From an optimization exercise on the open Yosys and OpenROAD flow, aimed at small area, a short achievable clock period and few clock cycles; shortcuts taken in it are not production practice. Where RTL was checked, it was by simulation tests only, not by an equivalence proof against the original. Power figures rest on the tool's default switching activity, not on a simulated workload.

Design swu_top, start of the top module:
module swu_top #(
   parameter int IFM_WIDTH     = swu_pkg::DEF_IFM_WIDTH,
   parameter int IFM_HEIGHT    = swu_pkg::DEF_IFM_HEIGHT,
   parameter int IFM_CHANNELS  = swu_pkg::DEF_IFM_CHANNELS,
   parameter int KERNEL_HEIGHT = swu_pkg::DEF_KERNEL_HEIGHT,
   parameter int KERNEL_WIDTH  = swu_pkg::DEF_KERNEL_WIDTH,
   parameter int STRIDE_HT     = swu_pkg::DEF_STRIDE_HT,
   parameter int STRIDE_WT     = swu_pkg::DEF_STRIDE_WT
) (
   input  logic                aclk,
   input  logic                aresetn,
   input  swu_pkg::simd_word_t s_axis_tdata_i,
   input  logic                s_axis_tvalid_i,
   output logic                s_axis_tready_o,
   output swu_pkg::simd_word_t m_axis_tdata_o,
   output logic                m_axis_tvalid_o,
   input  logic                m_axis_tready_i
);
   localparam int RDEPTH = 56;    
   typedef struct packed {
      logic tready;
      logic free;
      logic need;
      logic e_take;
      logic b_take;
   } dec_t;
   typedef struct packed {
      logic e_ok;      
      logic b_ok;      
      logic in_done;   
   } flags_t;
   function automatic dec_t decide(input logic [6:0] cls, input logic [16:0] pos,
                                   input logic [4:0] phe, input logic [4:0] phb,
                                   input flags_t fl, input logic fok);
      logic row0, odd, even, first, drop, started, lock, bread, lockable;
      logic ale, pale, alb, b0;
      dec_t d;
      row0     = cls[5];
      odd      = cls[4];
      even     = cls[3];
      first    = cls[0];
      drop     = !(row0 || odd || even);
      started  = odd && !first;
      lock     = pos[10];
      bread    = pos[9];
      lockable = pos[0];
      ale      = !pos[11] || (phe == pos[16:12]);
      pale     = phe == 5'd0;
      alb      = phb == pos[6:2];
      b0       = phb == 5'd0;
      d.e_take = (row0 && fl.e_ok && pale) || (even && lock && fok && ale);
  ...
Size: roughly 1900 flip-flops, about 38 I/O pins, roughly 45000 um^2 of cells after synthesis.
export LEC_CHECK = 0
export ABC_CLOCK_PERIOD_IN_PS = 2500
export CAP_MARGIN = 20
export CORE_MARGIN = 2
export CORE_UTILIZATION = 60
export SETUP_SLACK_MARGIN = 4.3
export SLEW_MARGIN = 20
create_clock -name core_clock -period 6.5 [get_ports {aclk}]
run.sh (not shown) runs the stock make flow with config.mk's settings and CLKGATE_MAP_FILE= SYNTH_SCRIPT=/design/flow/synth_recipe.tcl, a recipe that flattens the netlist after the stock synthesis.
The baseline completed with no timing, DRC or antenna violations.
Then changed:
- CTS_BUF_LIST: not set -> sky130_fd_sc_hd__clkbuf_8
- CTS_CLUSTER_DIAMETER: not set -> 50
- CTS_CLUSTER_SIZE: not set -> 20
Outcome: The changed run completed without violations. Die area is unchanged. Routed wire length falls by about 4.4%. Critical path depth came out higher by 1. Register-to-register slack loses 60 ps. Final cell count went down by 2.4%.
No functional check of the RTL was part of any run of this note.

nickel:
swu_top, a different RTL version from the one above (not shown whole).
Size in the first run: roughly 2200 cells after synthesis, ~1600 flip-flops, about 38 I/O pins, roughly 53000 µm² of cells after synthesis.
clock: 6.5 ns
lec_check: 0
abc_clock_period_in_ps: 2700
cap_margin: 20
core_margin: 2
core_utilization: 55
setup_slack_margin: 3.8
slew_margin: 20
Testbench counts of nickel, summed over its fixed seeds: cycles 54,584.
> inputs changed (nickel -> harbor)
Settings: ABC_CLOCK_PERIOD_IN_PS removed (was 2700); CORE_UTILIZATION changed from 55 to 40; SETUP_SLACK_MARGIN removed (was 3.8).
--- outcome ---
Diff nickel -> harbor | starting utilization of the core area | decrease of 15 points. Fraction of power spent switching nets: nickel vs harbor, no meaningful difference. edfxtp_1 as the critical-path cell with the highest stage delay was reported by nickel, and clkdlybuf4s50_1 by harbor. Power: lower on harbor. Re wire length of the first global-routing pass: harbor is about 1.8% down on nickel. Between harbor and nickel, the design area does not differ in any meaningful way.

== v53 ==
Another version of the RTL of swu_top (not shown whole).
For scale: roughly 1600 flip-flops, about 38 I/O pins.
clock: 6.5 ns
lec_check: 0
abc_clock_period_in_ps: 4000
cap_margin: 20
core_margin: 2
core_utilization: 72
cts_buf_list: sky130_fd_sc_hd__clkbuf_16
cts_cluster_diameter: 60
cts_cluster_size: 32
setup_slack_margin: 4.1
slew_margin: 20
Testbench counts of v53, summed over its fixed seeds: cycles 48,784.
Edits applied to the flow inputs when going from v53 to v12:
diff --git a/flow/config.mk b/flow/config.mk
--- a/flow/config.mk
+++ b/flow/config.mk
@@ -6,5 +6,5 @@
 export NUM_CORES = 4
 export LEC_CHECK = 0
-export ABC_CLOCK_PERIOD_IN_PS = 4000
+export ABC_CLOCK_PERIOD_IN_PS = 2500
 export CAP_MARGIN = 20
 export CORE_MARGIN = 2
@@ -13,4 +13,4 @@
 export CTS_CLUSTER_DIAMETER = 60
 export CTS_CLUSTER_SIZE = 32
-export SETUP_SLACK_MARGIN = 4.1
+export SETUP_SLACK_MARGIN = 4.3
 export SLEW_MARGIN = 20
### Flow results
- Relative to v53, sequential share of layout area has gone down in v12.
- Compared with v53, in v12 clock share of power decreased by 0.2 points relative to the old numbers; cell area up 590 sq um; number of well-tap cells placed level; initial detailed-routing violation count -16; non-clock buffer count went up by 20.
- Compared with v53, v12 is hungrier on power.
Input changes introduced in v19 (baseline for comparison: v12):
diff --git a/flow/config.mk b/flow/config.mk
--- a/flow/config.mk
+++ b/flow/config.mk
@@ -11,6 +11,6 @@
 export CORE_UTILIZATION = 72
 export CTS_BUF_LIST = sky130_fd_sc_hd__clkbuf_16
-export CTS_CLUSTER_DIAMETER = 60
-export CTS_CLUSTER_SIZE = 32
-export SETUP_SLACK_MARGIN = 4.3
+export CTS_CLUSTER_DIAMETER = 45
+export CTS_CLUSTER_SIZE = 40
+export SETUP_SLACK_MARGIN = 4.1
 export SLEW_MARGIN = 20
Notes after the runs:
Wire length after detailed routing (higher): v19
Number of nets produced by synthesis: v12 vs v19 — no meaningful difference
v12 → v19: number of cells upsized or downsized after cts decreased 43, antenna diode count went down by 6, storage element area stayed essentially flat.
When v19 is measured against v12, its power turns out about 17% higher.
Looking only at cell count, and setting everything else aside, the lower value of v12 and v19 goes to v12.
Higher wire length of the first global-routing pass among v12 and v19: v19
v12 reports its startpoint of the worst setup timing path as u_output_stage.out_data[10] while v19 reports u_output_stage.out_data[12].
v12 → v19: overall global routing resource usage higher; peak per-stage delay on the critical path stayed essentially flat; share of cell area taken by muxes after synthesis has remained practically unchanged.

[what the ideal ports hide]
In the flow no input, the clock included, has a driving cell. The finished layouts below were timed again as built, in two steps. Step 1: set_driving_cell puts a clkbuf_16 on aclk and a buf_2 on each other input, an assumption about the parent block. Step 2, shift: input delay + t, output delay - t, t = (earliest + latest rising clock arrival at the registers) / 2. This alone moves slack from input paths to output paths. Slacks: ideal ports / drivers / drivers and shift; pairs: ideal ports / drivers.
| run | t, ns | slack for setup (ns) | hold WS [ns] | latest minus earliest clock arrival (ns) |
|---|---|---|---|---|
| the first run of note 1 | 0.788 | 3.738 / 3.738 / 3.523 | 0.299 / 0.299 / 0.299 | 0.051 / 0.052 |
| the second run of note 1 | 0.806 | 3.675 / 3.675 / 3.498 | 0.304 / 0.304 / 0.304 | 0.046 / 0.046 |
| nickel | 0.797 | 3.749 / 3.681 / 3.090 | 0.397 / 0.397 / 0.397 | 0.033 / 0.033 |
| harbor | 0.803 | 2.947 / 2.944 / 2.140 | 0.398 / 0.398 / 0.398 | 0.028 / 0.029 |
| v53 | 0.706 | 4.046 / 3.984 / 3.501 | 0.297 / 0.297 / 0.297 | 0.042 / 0.041 |
| v12 | 0.703 | 4.047 / 3.981 / 3.516 | 0.327 / 0.327 / 0.327 | 0.030 / 0.030 |
| v19 | 0.789 | 3.978 / 3.911 / 3.406 | 0.303 / 0.303 / 0.303 | 0.064 / 0.063 |
After both steps every run listed still meets setup and hold. The setup slack of harbor, which loses most, moves by -0.003 ns with the drivers and by -0.807 ns with both steps.
